This is an optimization exercise on Yosys and OpenROAD, whose aim is a short achievable clock period and few clock cycles, not a production implementation.
For this run, only the layout was checked, not whether the RTL still works.

==> design.v <==
`default_nettype none
package cpu_pkg;
    localparam int WORD_W = 32;
    localparam int REG_W  = 5;
    localparam int OP_W   = 5;
    typedef logic [WORD_W-1:0] word_t;     
    typedef logic [WORD_W-1:0] insn_t;
    typedef logic [REG_W-1:0]  reg_idx_t;
    typedef logic [OP_W-1:0]   opcode_t;
    typedef logic [OP_W-1:0]   alu_op_t;
    typedef enum logic [1:0] {FWD_RF, FWD_MEM, FWD_WB} fwd_sel_t;
    localparam opcode_t OP_RTYPE = 5'd0;
    localparam opcode_t OP_J     = 5'd1;
    localparam opcode_t OP_BNE   = 5'd2;
    localparam opcode_t OP_JAL   = 5'd3;
    localparam opcode_t OP_JR    = 5'd4;
    localparam opcode_t OP_ADDI  = 5'd5;
    localparam opcode_t OP_BLT   = 5'd6;
    localparam opcode_t OP_SW    = 5'd7;
    localparam opcode_t OP_LW    = 5'd8;
    localparam alu_op_t ALU_ADD = 5'd0;
    localparam alu_op_t ALU_SUB = 5'd1;
    localparam alu_op_t ALU_AND = 5'd2;
    localparam alu_op_t ALU_OR  = 5'd3;
    localparam alu_op_t ALU_SLL = 5'd4;
    localparam alu_op_t ALU_SRA = 5'd5;
    localparam int OPC_HI   = 31;
    localparam int OPC_LO   = 27;
    localparam int RD_HI    = 26;
    localparam int RD_LO    = 22;
    localparam int RS_HI    = 21;
    localparam int RS_LO    = 17;
    localparam int RT_HI    = 16;
    localparam int RT_LO    = 12;
    localparam int SHAMT_HI = 11;
    localparam int SHAMT_LO = 7;
    localparam int FUNC_HI  = 6;
    localparam int FUNC_LO  = 2;
    localparam int IMM_HI   = 16;    
    localparam int IMM_LO   = 0;
    localparam int TGT_HI   = 26;    
    localparam int TGT_LO   = 0;
    localparam reg_idx_t LINK_REG = 5'd31;    
    localparam insn_t    NOP_INSN = '0;       
endpackage
`default_nettype wire
`timescale 1ns/1ns
`default_nettype none
module processor (
    input  logic              clock,
    input  logic              rst_n,
    output cpu_pkg::word_t    address_imem,
    input  cpu_pkg::insn_t    q_imem,
    output cpu_pkg::word_t    address_dmem,
    output cpu_pkg::word_t    data,
    output logic              wren,
    input  cpu_pkg::word_t    q_dmem,
    output logic              ctrl_writeEnable,
    output cpu_pkg::reg_idx_t ctrl_writeReg,
    output cpu_pkg::reg_idx_t ctrl_readRegA,
    output cpu_pkg::reg_idx_t ctrl_readRegB,
    output cpu_pkg::word_t    data_writeReg,
    input  cpu_pkg::word_t    data_readRegA,
    input  cpu_pkg::word_t    data_readRegB
);
    logic [31:0] pc;
    logic [31:0] ras [4];
    logic [1:0]  ras_sp;             
    logic [15:0] bht_v;
    logic [1:0]  bht_c [16];
    logic        u_v;                
    logic [3:0]  u_idx;
    logic        u_t;
    logic        rec;
    logic [31:0] rec_pc;
    logic        d_valid;
    logic [4:0]  d_shamt;
    logic        d_bne, d_blt, d_jr, d_lw, d_sw;
    logic        d_wr;               
    logic [4:0]  d_dest;
    logic        d_useimm;           
    logic [31:0] d_imm;
    logic [31:0] d_pc1;              
    logic [3:0]  d_idx;              
    logic        d_pred;             
    logic [31:0] d_ras;              
    logic        d_and, d_or, d_sll, d_sra, d_jal;
    logic        d_r_sum, d_r_dif, d_r_lg;
    logic [4:0]  d_ra;               
    logic [4:0]  d_rb;               
    logic        d_aw, d_bw;         
    logic        x_valid;
    logic [4:0]  x_shamt;
    logic        x_bne, x_blt, x_jr, x_lw, x_sw;
    logic        x_wr;
    logic [4:0]  x_dest;
    logic [31:0] x_imm;
    logic [31:0] x_pc1;
    logic [3:0]  x_idx;
    logic        x_pred;
    logic [31:0] x_alt;              
    logic        s_and, s_or, s_sll, s_sra, s_jal;
    logic        x_r_sum, x_r_dif, x_r_lg;
    logic [31:0] dx_a, dx_b;
    logic        xa_d, xa_ms, xa_md, xa_ml, xa_w;
    logic        xb_d, xb_ms, xb_md, xb_ml, xb_w;
    logic        xc_d, xc_ms, xc_md, xc_ml, xc_w, xc_i;
    logic        m_wr;
    logic        m_lw;
    logic        m_sw;
    logic [4:0]  m_dest;
    logic [31:0] m_sum;              
    logic [31:0] m_dif;              
    logic [31:0] m_lg;               
    logic        m_r_sum, m_r_dif, m_r_lg;
    logic [31:0] m_st;
    logic        w_wr;
    logic [4:0]  w_dest;
    logic [31:0] w_val;
    logic [31:0] pc1;
    logic [4:0]  f_op;
    logic [4:0]  f_rd, f_rs, f_rt, f_func;
    logic [31:0] f_imm;
    logic [31:0] f_tgt;
    logic [31:0] f_brt;
    logic        f_rtype, f_j, f_bne, f_jal, f_jr, f_addi, f_blt, f_sw, f_lw;
    logic        f_br, f_short;
    logic        f_static;
    logic        f_pred;
    logic        f_wr_any;
    logic [4:0]  f_dest;
    logic        f_wr;
    logic [4:0]  f_ra, f_rb;
    logic        f_usea, f_useb;
    logic [31:0] f_npc;
    logic [31:0] ras_top;
    logic [3:0]  f_idx;
    logic        stall;
    assign address_imem = pc;
    assign pc1   = pc + 32'd1;
    assign f_op   = q_imem[31:27];
    assign f_rd   = q_imem[26:22];
    assign f_rs   = q_imem[21:17];
    assign f_rt   = q_imem[16:12];
    assign f_func = q_imem[6:2];
    assign f_imm  = {{15{q_imem[16]}}, q_imem[16:0]};
    assign f_tgt  = {{5{q_imem[26]}}, q_imem[26:0]};
    logic [8:0]  brt_lo;
    logic [23:0] pc_hi_p, pc_hi_m;
    logic        hi_0, hi_p, hi_m;
    assign f_short = (q_imem[16:7] == 10'h000) | (q_imem[16:7] == 10'h3ff);
    assign brt_lo  = {1'b0, pc[7:0]} + {1'b0, q_imem[7:0]} + 9'd1;
    assign pc_hi_p = pc[31:8] + 24'd1;
    assign pc_hi_m = pc[31:8] - 24'd1;
    assign hi_0    = (q_imem[16] == brt_lo[8]);
    assign hi_p    = ~q_imem[16] & brt_lo[8];
    assign hi_m    = q_imem[16] & ~brt_lo[8];
    assign f_brt[7:0]  = brt_lo[7:0];
    assign f_brt[31:8] = ({24{hi_0}} & pc[31:8]) | ({24{hi_p}} & pc_hi_p)
                       | ({24{hi_m}} & pc_hi_m);
    assign f_rtype = (f_op == 5'd0);
    assign f_j     = (f_op == 5'd1);
    assign f_bne   = (f_op == 5'd2);
    assign f_jal   = (f_op == 5'd3);
    assign f_jr    = (f_op == 5'd4);
    assign f_addi  = (f_op == 5'd5);
    assign f_blt   = (f_op == 5'd6);
    assign f_sw    = (f_op == 5'd7);
    assign f_lw    = (f_op == 5'd8);
    assign f_br    = (f_bne | f_blt) & (q_imem[16:0] != 17'd0);
    assign f_idx    = pc[3:0];
    assign f_static = q_imem[16] | (f_bne & (f_rd != f_rs));
    assign f_pred   = f_br & f_short & (bht_v[f_idx] ? bht_c[f_idx][1] : f_static);
    assign f_wr_any = f_rtype | f_addi | f_lw | f_jal;
    assign f_dest   = f_jal ? 5'd31 : f_rd;
    assign f_wr     = f_wr_any & (f_dest != 5'd0);
    assign f_ra   = (f_bne | f_blt) ? f_rd : f_rs;
    assign f_rb   = (f_bne | f_blt) ? f_rs : ((f_sw | f_jr) ? f_rd : f_rt);
    assign f_usea = f_rtype | f_addi | f_lw | f_sw | f_bne | f_blt;
    assign f_useb = f_rtype | f_sw | f_bne | f_blt | f_jr;
    assign ras_top = ras[ras_sp];
    assign stall = ~rec & d_valid & d_lw & d_wr
                 & ((f_usea & (f_ra == d_dest)) | (f_useb & (f_rb == d_dest)));
    logic n_hold, n_tgt, n_brt, n_ras, n_seq, n_go;
    assign n_go   = ~rec & ~stall;
    assign n_hold = ~rec & stall;
    assign n_tgt  = n_go & (f_j | f_jal);
    assign n_brt  = n_go & f_pred;
    assign n_ras  = n_go & f_jr;
    assign n_seq  = n_go & ~(f_j | f_jal | f_pred | f_jr);
    assign f_npc  = ({32{rec}} & rec_pc) | ({32{n_hold}} & pc) | ({32{n_tgt}} & f_tgt)
                  | ({32{n_brt}} & f_brt) | ({32{n_ras}} & ras_top) | ({32{n_seq}} & pc1);
    logic dv;
    logic mx_a, mx_b, mm_a, mm_b;
    assign dv   = d_valid & ~rec;
    assign mx_a = x_valid & x_wr & (d_ra == x_dest);
    assign mx_b = x_valid & x_wr & (d_rb == x_dest);
    assign mm_a = m_wr & (d_ra == m_dest);
    assign mm_b = m_wr & (d_rb == m_dest);
    logic        xv;
    logic [31:0] opa, opb, addb;
    logic [31:0] sum, dif, sra, lg;
    logic        ne, lt, taken;
    logic        misp;
    assign xv  = x_valid & ~rec;       
    assign opa  = ({32{xa_d}}  & dx_a)  | ({32{xa_ms}} & m_sum) | ({32{xa_md}} & m_dif)
                | ({32{xa_ml}} & m_lg)  | ({32{xa_w}}  & w_val);
    assign opb  = ({32{xb_d}}  & dx_b)  | ({32{xb_ms}} & m_sum) | ({32{xb_md}} & m_dif)
                | ({32{xb_ml}} & m_lg)  | ({32{xb_w}}  & w_val);
    assign addb = ({32{xc_d}}  & dx_b)  | ({32{xc_ms}} & m_sum) | ({32{xc_md}} & m_dif)
                | ({32{xc_ml}} & m_lg)  | ({32{xc_w}}  & w_val) | ({32{xc_i}} & x_imm);
    assign sum = opa + addb;
    assign dif = opa - opb;
    assign sra = $signed(opa) >>> x_shamt;
    assign lg  = ({32{s_and}} & (opa & opb))
               | ({32{s_or}}  & (opa | opb))
               | ({32{s_sll}} & (opa << x_shamt))
               | ({32{s_sra}} & sra)
               | ({32{s_jal}} & x_pc1);
    assign ne    = (opa != opb);
    assign lt    = ($signed(opa) < $signed(opb));
    assign taken = (x_bne & ne) | (x_blt & lt);
    assign misp = xv & (((x_bne | x_blt) & (taken != x_pred))
                        | (x_jr & (opb != x_alt)));
    logic [31:0] m_val;
    assign m_val = ({32{m_r_sum}} & m_sum) | ({32{m_r_dif}} & m_dif) | ({32{m_r_lg}} & m_lg);
    assign address_dmem     = m_sum;
    assign data             = m_st;
    assign wren             = m_sw;
    assign ctrl_writeEnable = w_wr;
    assign ctrl_writeReg    = w_dest;
    assign data_writeReg    = w_val;
    assign ctrl_readRegA    = d_ra;
    assign ctrl_readRegB    = d_rb;
    always_ff @(posedge clock) begin
        if (!rst_n) begin
            pc      <= 32'd0;
            d_valid <= 1'b0;
            x_valid <= 1'b0;
            rec     <= 1'b0;
            ras_sp  <= 2'd0;
            ras[0]  <= 32'd0;
            ras[1]  <= 32'd0;
            ras[2]  <= 32'd0;
            ras[3]  <= 32'd0;
        end else begin
            pc      <= f_npc;
            d_valid <= n_go;
            x_valid <= dv;
            rec     <= misp;
            if (~rec & f_jal) begin
                ras[ras_sp + 2'd1] <= pc1;
            end
            if (~rec & f_jal) begin
                ras_sp <= ras_sp + 2'd1;
            end else if (n_go & f_jr) begin
                ras_sp <= ras_sp - 2'd1;
            end
        end
    end
    always_ff @(posedge clock) begin
        rec_pc <= x_jr ? opb : x_alt;
    end
    always_ff @(posedge clock) begin
        if (!rst_n) begin
            bht_v <= 16'd0;
            u_v   <= 1'b0;
            for (int i = 0; i < 16; i++) bht_c[i] <= 2'd0;
        end else begin
            u_v   <= xv & (x_bne | x_blt);
            if (u_v) begin
                bht_v[u_idx] <= 1'b1;
                if (!bht_v[u_idx])                        bht_c[u_idx] <= u_t ? 2'd3 : 2'd0;
                else if (u_t && bht_c[u_idx] != 2'd3)     bht_c[u_idx] <= bht_c[u_idx] + 2'd1;
                else if (!u_t && bht_c[u_idx] != 2'd0)    bht_c[u_idx] <= bht_c[u_idx] - 2'd1;
            end
        end
    end
    always_ff @(posedge clock) begin
        u_idx <= x_idx;
        u_t   <= taken;
    end
    always_ff @(posedge clock) begin
        d_shamt  <= q_imem[11:7];
        d_bne    <= f_bne & f_br;
        d_blt    <= f_blt & f_br;
        d_jr     <= f_jr;
        d_lw     <= f_lw;
        d_sw     <= f_sw;
        d_wr     <= f_wr;
        d_dest   <= f_dest;
        d_useimm <= f_addi | f_lw | f_sw;
        d_imm    <= f_imm;
        d_pc1    <= pc1;
        d_idx    <= f_idx;
        d_pred   <= f_pred;
        d_ras    <= ras_top;
        d_and    <= f_rtype & (f_func == 5'd2);
        d_or     <= f_rtype & (f_func == 5'd3);
        d_sll    <= f_rtype & (f_func == 5'd4);
        d_sra    <= f_rtype & (f_func == 5'd5);
        d_jal    <= f_jal;
        d_r_sum  <= f_addi | f_lw | f_sw | (f_rtype & (f_func == 5'd0));
        d_r_dif  <= f_rtype & (f_func == 5'd1);
        d_r_lg   <= f_jal | (f_rtype & ((f_func == 5'd2) | (f_func == 5'd3)
                                       | (f_func == 5'd4) | (f_func == 5'd5)));
        d_ra     <= f_ra;
        d_rb     <= f_rb;
        d_aw     <= m_wr & (f_ra == m_dest);
        d_bw     <= m_wr & (f_rb == m_dest);
    end
    always_ff @(posedge clock) begin
        x_shamt <= d_shamt;
        x_bne   <= d_bne;
        x_blt   <= d_blt;
        x_jr    <= d_jr;
        x_lw    <= d_lw;
        x_sw    <= d_sw;
        x_wr    <= d_wr;
        x_dest  <= d_dest;
        x_imm   <= d_imm;
        x_pc1   <= d_pc1;
        x_idx   <= d_idx;
        x_pred  <= d_pred;
        x_alt   <= d_jr ? d_ras : (d_pred ? d_pc1 : d_pc1 + d_imm);
        s_and   <= d_and;
        s_or    <= d_or;
        s_sll   <= d_sll;
        s_sra   <= d_sra;
        s_jal   <= d_jal;
        x_r_sum <= d_r_sum;
        x_r_dif <= d_r_dif;
        x_r_lg  <= d_r_lg;
        dx_a    <= d_aw ? w_val : data_readRegA;
        dx_b    <= d_bw ? w_val : data_readRegB;
        xa_d    <= ~mx_a & ~mm_a;
        xa_ms   <= mx_a & x_r_sum;
        xa_md   <= mx_a & x_r_dif;
        xa_ml   <= mx_a & x_r_lg;
        xa_w    <= ~mx_a & mm_a;
        xb_d    <= ~mx_b & ~mm_b;
        xb_ms   <= mx_b & x_r_sum;
        xb_md   <= mx_b & x_r_dif;
        xb_ml   <= mx_b & x_r_lg;
        xb_w    <= ~mx_b & mm_b;
        xc_d    <= ~d_useimm & ~mx_b & ~mm_b;
        xc_ms   <= ~d_useimm & mx_b & x_r_sum;
        xc_md   <= ~d_useimm & mx_b & x_r_dif;
        xc_ml   <= ~d_useimm & mx_b & x_r_lg;
        xc_w    <= ~d_useimm & ~mx_b & mm_b;
        xc_i    <= d_useimm;
    end
    always_ff @(posedge clock) begin
        if (!rst_n) begin
            m_wr <= 1'b0;
            m_lw <= 1'b0;
            m_sw <= 1'b0;
            w_wr <= 1'b0;
        end else begin
            m_wr <= xv & x_wr;
            m_lw <= xv & x_lw;
            m_sw <= xv & x_sw;
            w_wr <= m_wr;
        end
    end
    always_ff @(posedge clock) begin
        m_dest  <= x_dest;
        m_sum   <= sum;
        m_dif   <= dif;
        m_lg    <= lg;
        m_r_sum <= x_r_sum;
        m_r_dif <= x_r_dif;
        m_r_lg  <= x_r_lg;
        m_st    <= opb;
        w_dest  <= m_dest;
        w_val   <= m_lw ? q_dmem : m_val;
    end
endmodule
`default_nettype wire
==> run.sh <==
#!/bin/bash
# synth_recipe.tcl (not shown) runs the flow's synth.tcl, then flattens the netlist and writes it again
# the make line also repeats each setting of config.mk as NAME=value (left out here)
make -C /OpenROAD-flow-scripts/flow DESIGN_CONFIG=/design/flow/config.mk WORK_HOME=/design/flow/orfs CLKGATE_MAP_FILE= SYNTH_SCRIPT=/design/flow/synth_recipe.tcl finish
==> config.mk <==
export PLATFORM = sky130hd
export DESIGN_NAME = processor
export DESIGN_NICKNAME = processor
export VERILOG_FILES = /design/flow/design.v
export SDC_FILE = /design/flow/constraint.sdc
export NUM_CORES = 4
export LEC_CHECK = 0
export CAP_MARGIN = 20
export CORE_MARGIN = 2
export CORE_UTILIZATION = 40
export SETUP_SLACK_MARGIN = 3.8
export SLEW_MARGIN = 20
==> constraint.sdc <==
create_clock -name core_clock -period 6.5 [get_ports {clock}]
set_input_delay 1.3000 -clock core_clock [delete_from_list [all_inputs] [get_ports {clock}]]
set_output_delay 1.3000 -clock core_clock [all_outputs]
set_load 0.01 [all_outputs]
==> flow_metrics.env <==
export IMPL_status="finished clean"
export IMPL_synth_area_sq_um=38700
export IMPL_viasPerCell=6.15
export IMPL_tns_ns=0
export IMPL_die_y_microns=315
export IMPL_antenna_left=0
export IMPL_first_pass_iters=10
export IMPL_routabilityCongestion=1.03
export IMPL_cts_tree="yes"
export IMPL_grt_util_all_layers_pct=33.5
export IMPL_maxSlewHeadroom_pct=11.3
export IMPL_hold_buffers=0
export IMPL_power_per_cell_area_nw_per_um2=242
export IMPL_layout_commonest_cell="dfxtp_1"
export IMPL_timing_final_crit_share_pct=60.1
export IMPL_finalNetCount=4968
export IMPL_hold_viol=0
export IMPL_crit_fanout=3
export IMPL_register_area_sq_um=16600
export IMPL_rsz0062_at_grt="yes"
export IMPL_antenna_found_initial=5
export IMPL_clkLatencyLatePin_ns=0.68
export IMPL_area_delta_synth_final_pct=36.7
export IMPL_die_area_sq_um=99200
export IMPL_die_w_microns=315
export IMPL_stdcell_count=6001
export IMPL_path_delay_family="compound AO/OA/AOI/OAI gates"
export IMPL_end_kind="register"
export IMPL_cts_max_level=3
export IMPL_final_layout_size_suffix_gt1_share_pct=29.9
export IMPL_start_util_pct=40.2
export IMPL_drc_errors=0
export IMPL_synth_seq_cells=733
export IMPL_fill_cells=8504
export IMPL_synth_cell_types=87
export IMPL_path_clk_slew_ns=0.06
export IMPL_synth_edf_count=160
export IMPL_synth_seq_area_share_pct=42.1
export IMPL_multi_input_comb_area_sq_um=24100
export IMPL_drv_slew=0
export IMPL_tightestPinTransition_ns=1.33
export IMPL_wl_per_cell_microns=28.7
export IMPL_min_period_ns=3.91
export IMPL_place_ws_ns=1.32
export IMPL_peakVddDrop_mv=0.278
export IMPL_first_iter_violations=4520
export IMPL_p_total_mw=12.8
export IMPL_syn_avg_cell_area_sq_um=9.37
export IMPL_grt_pass1_wl_mm=245
export IMPL_startpoint_type="register"
export IMPL_layout_common_cells="dfxtp_1, nand2_1, nor2_1"
export IMPL_grt_pass1_vias=35316
export IMPL_leakage_nw=21.2
export IMPL_synthArstFlopShare_pct=0
export IMPL_place_inst=5485
export IMPL_ys_warnings_count=1
export IMPL_cp_data_arrival_time_ns=4.50
export IMPL_grt_ovfl_total=0
export IMPL_maxCapViolations=0
export IMPL_ys_top_cells_by_area="dfxtp_1, edfxtp_1, ha_1"
export IMPL_timing_final_ws_setup_ns=2.59
export IMPL_crit_slowest_cell="a222oi_1"
export IMPL_synthesis_nets=4441
export IMPL_slowest_delay_ns=0.59
export IMPL_setup_violations=0
export IMPL_core_area_sq_um=96300
export IMPL_crit_buf_inv=5
export IMPL_cts_buffer_depth=3
export IMPL_io_pin_count=275
export IMPL_fmax_ghz=0.256
export IMPL_vias=36916
export IMPL_grt_max_degree=73
export IMPL_cts_sinks=733
export IMPL_cts_buffers_inserted=82
export IMPL_io_buffers=274
export IMPL_critical_path_class="register to register"
export IMPL_synth_flop_cell="dfxtp_1"
export IMPL_post_route_util_pct=54.9
export IMPL_path_cells="buf_12, a222oi_1, nand2_2, buf_4, buf_6, ha_4, inv_2, fa_2, nor2b_2, o21a_4, o21ai_4, a2111oi_4, buf_4, o31ai_4, o21ai_4, o31ai_4, a21boi_2"
export IMPL_routed_wl_mm=172
export IMPL_synth_top_cell_area_share_pct=29.7
export IMPL_cts_root_buf="clkbuf_16"
export IMPL_worstPathRequired_ns=7.09
export IMPL_rows=114
export IMPL_dp_hpwl_mm=118
export IMPL_min_path_type="register to register"
export IMPL_yosysTopAreaCell="dfxtp_1"
export IMPL_netlist_instances=4128
export IMPL_skew_ns=0.0354
[per-layer routing]
layer	wire [microns]	vias to the layer above	track usage (%)	share of wire (%)
met4	12700	6	20.1	7.4
met2	77500	2194	53.3	45
met5	46	-	0	0.027
li1	-	16211	-	-
met1	66500	17873	42.3	39
met3	15600	632	6.31	9.1
[cell usage after synthesis, drive strengths merged, types with 78 or more instances]
cell type / instances
o21ai: 212
inv: 213
a21oi: 231
dfxtp: 573
ha: 179
a22oi: 188
nand2: 444
a222oi: 78
mux2i: 99
edfxtp: 160
mux2: 97
clkbuf: 207
xnor2: 124
nor3: 91
nor2: 320
[area by class of cell]
type                    instances  area share (%)
well taps                    1276            3.02
clock inverters                40            1.19
flip-flops and latches        733            31.3
repair inverters                2          0.0520
repair buffers                693            12.9
inverters                     216            1.66
multi-input cells            2927            45.5
clock buffers                 112            4.31
diodes                          2         0.00946
[logic make-up after synthesis]
| group | after synthesis | synth area share (%) |
|---|---|---|
| buffers and inverters | 472 | 4.79 |
| AOI/OAI and AO/OA | 1080 | 18.9 |
| DFF | 733 | 42.1 |
| adders and majority gates | 183 | 6.00 |
| and+or+nand+nor | 1216 | 14.7 |
| muxes | 266 | 9.50 |
| xor gates and xnor gates | 178 | 4.03 |
[flip-flops by register name, summed over array words and instances, names as in the netlist, 16 cells and up, named ones only]
register  flops
m_sum        32
m_st         32
x_pc1        32
dx_a         32
bht_v        16
d_imm        17
dx_b         32
bht_c        32
pc           32
m_lg         32
m_dif        32
rec_pc       32
x_imm        17
x_alt        32
d_ras        32
w_val        32
d_pc1        32
ras         128
[report_power, final]
part | total [mW] | internal (mW) | switching [mW]
registers | 5.33 | 4.96 | 0.365
clock network | 5.03 | 2.98 | 2.05
logic | 2.44 | 1.07 | 1.37
total | 12.8 | 9.01 | 3.79
[per-stage QoR]
| stage | hold slack [ns] | instance area [sq um] |
|---|---|---|
| after floorplan | 0.310 | 40000 |
| after CTS | 0.323 | 50900 |
| final | 0.321 | 52900 |
| after global routing | 0.327 | 52900 |
| after global placement | 0.311 | 43300 |
| after detailed placement | 0.312 | 43400 |
[path summary, 6_finish.rpt]
kind            start         to  slack [ns]  depth (start not counted)
max             xa_ms  m_sum[28]        2.59                         17
min          x_idx[0]   u_idx[0]        0.32                          0
max reg2reg     xa_ms  m_sum[28]        2.59                         17
min reg2reg  x_idx[0]   u_idx[0]        0.32                          0
[timing repair]
action / CTS / global route
hold endpoints to repair: 0 / 0
pin swaps: 231 / 205
buffers inserted: 256 / 92
setup endpoints to repair: 625 / 270
gates resized for setup: 944 / 286
gates cloned: 12 / 2

==> what the ideal ports hide <==
How much do the figures lean on ideal ports? The routed layout below was timed once more, with nothing changed but the port constraints.
Step 1 sets driving cells, clkbuf_16 on the clock port and buf_2 on the other inputs (assumed; they add their load-dependent delay and slew).
Step 2, shift: input delay + t, output delay - t, t = (earliest + latest rising clock arrival at the registers) / 2. This alone moves slack from input paths to output paths.
Three values: no drivers, after step 1, after step 2; two values: the first two.
t (ns): 0.738
setup slack, ns: 2.594 / 2.594 / 2.300
hold slack, ns: 0.321 / 0.321 / 0.321
latest minus earliest clock arrival (ns): 0.042 / 0.042
worst data-port slew with drivers (ns): 0.10
After both steps setup and hold are still met in this run. The setup slack of this run moves by 0.000 ns with the drivers and by -0.294 ns with both steps.
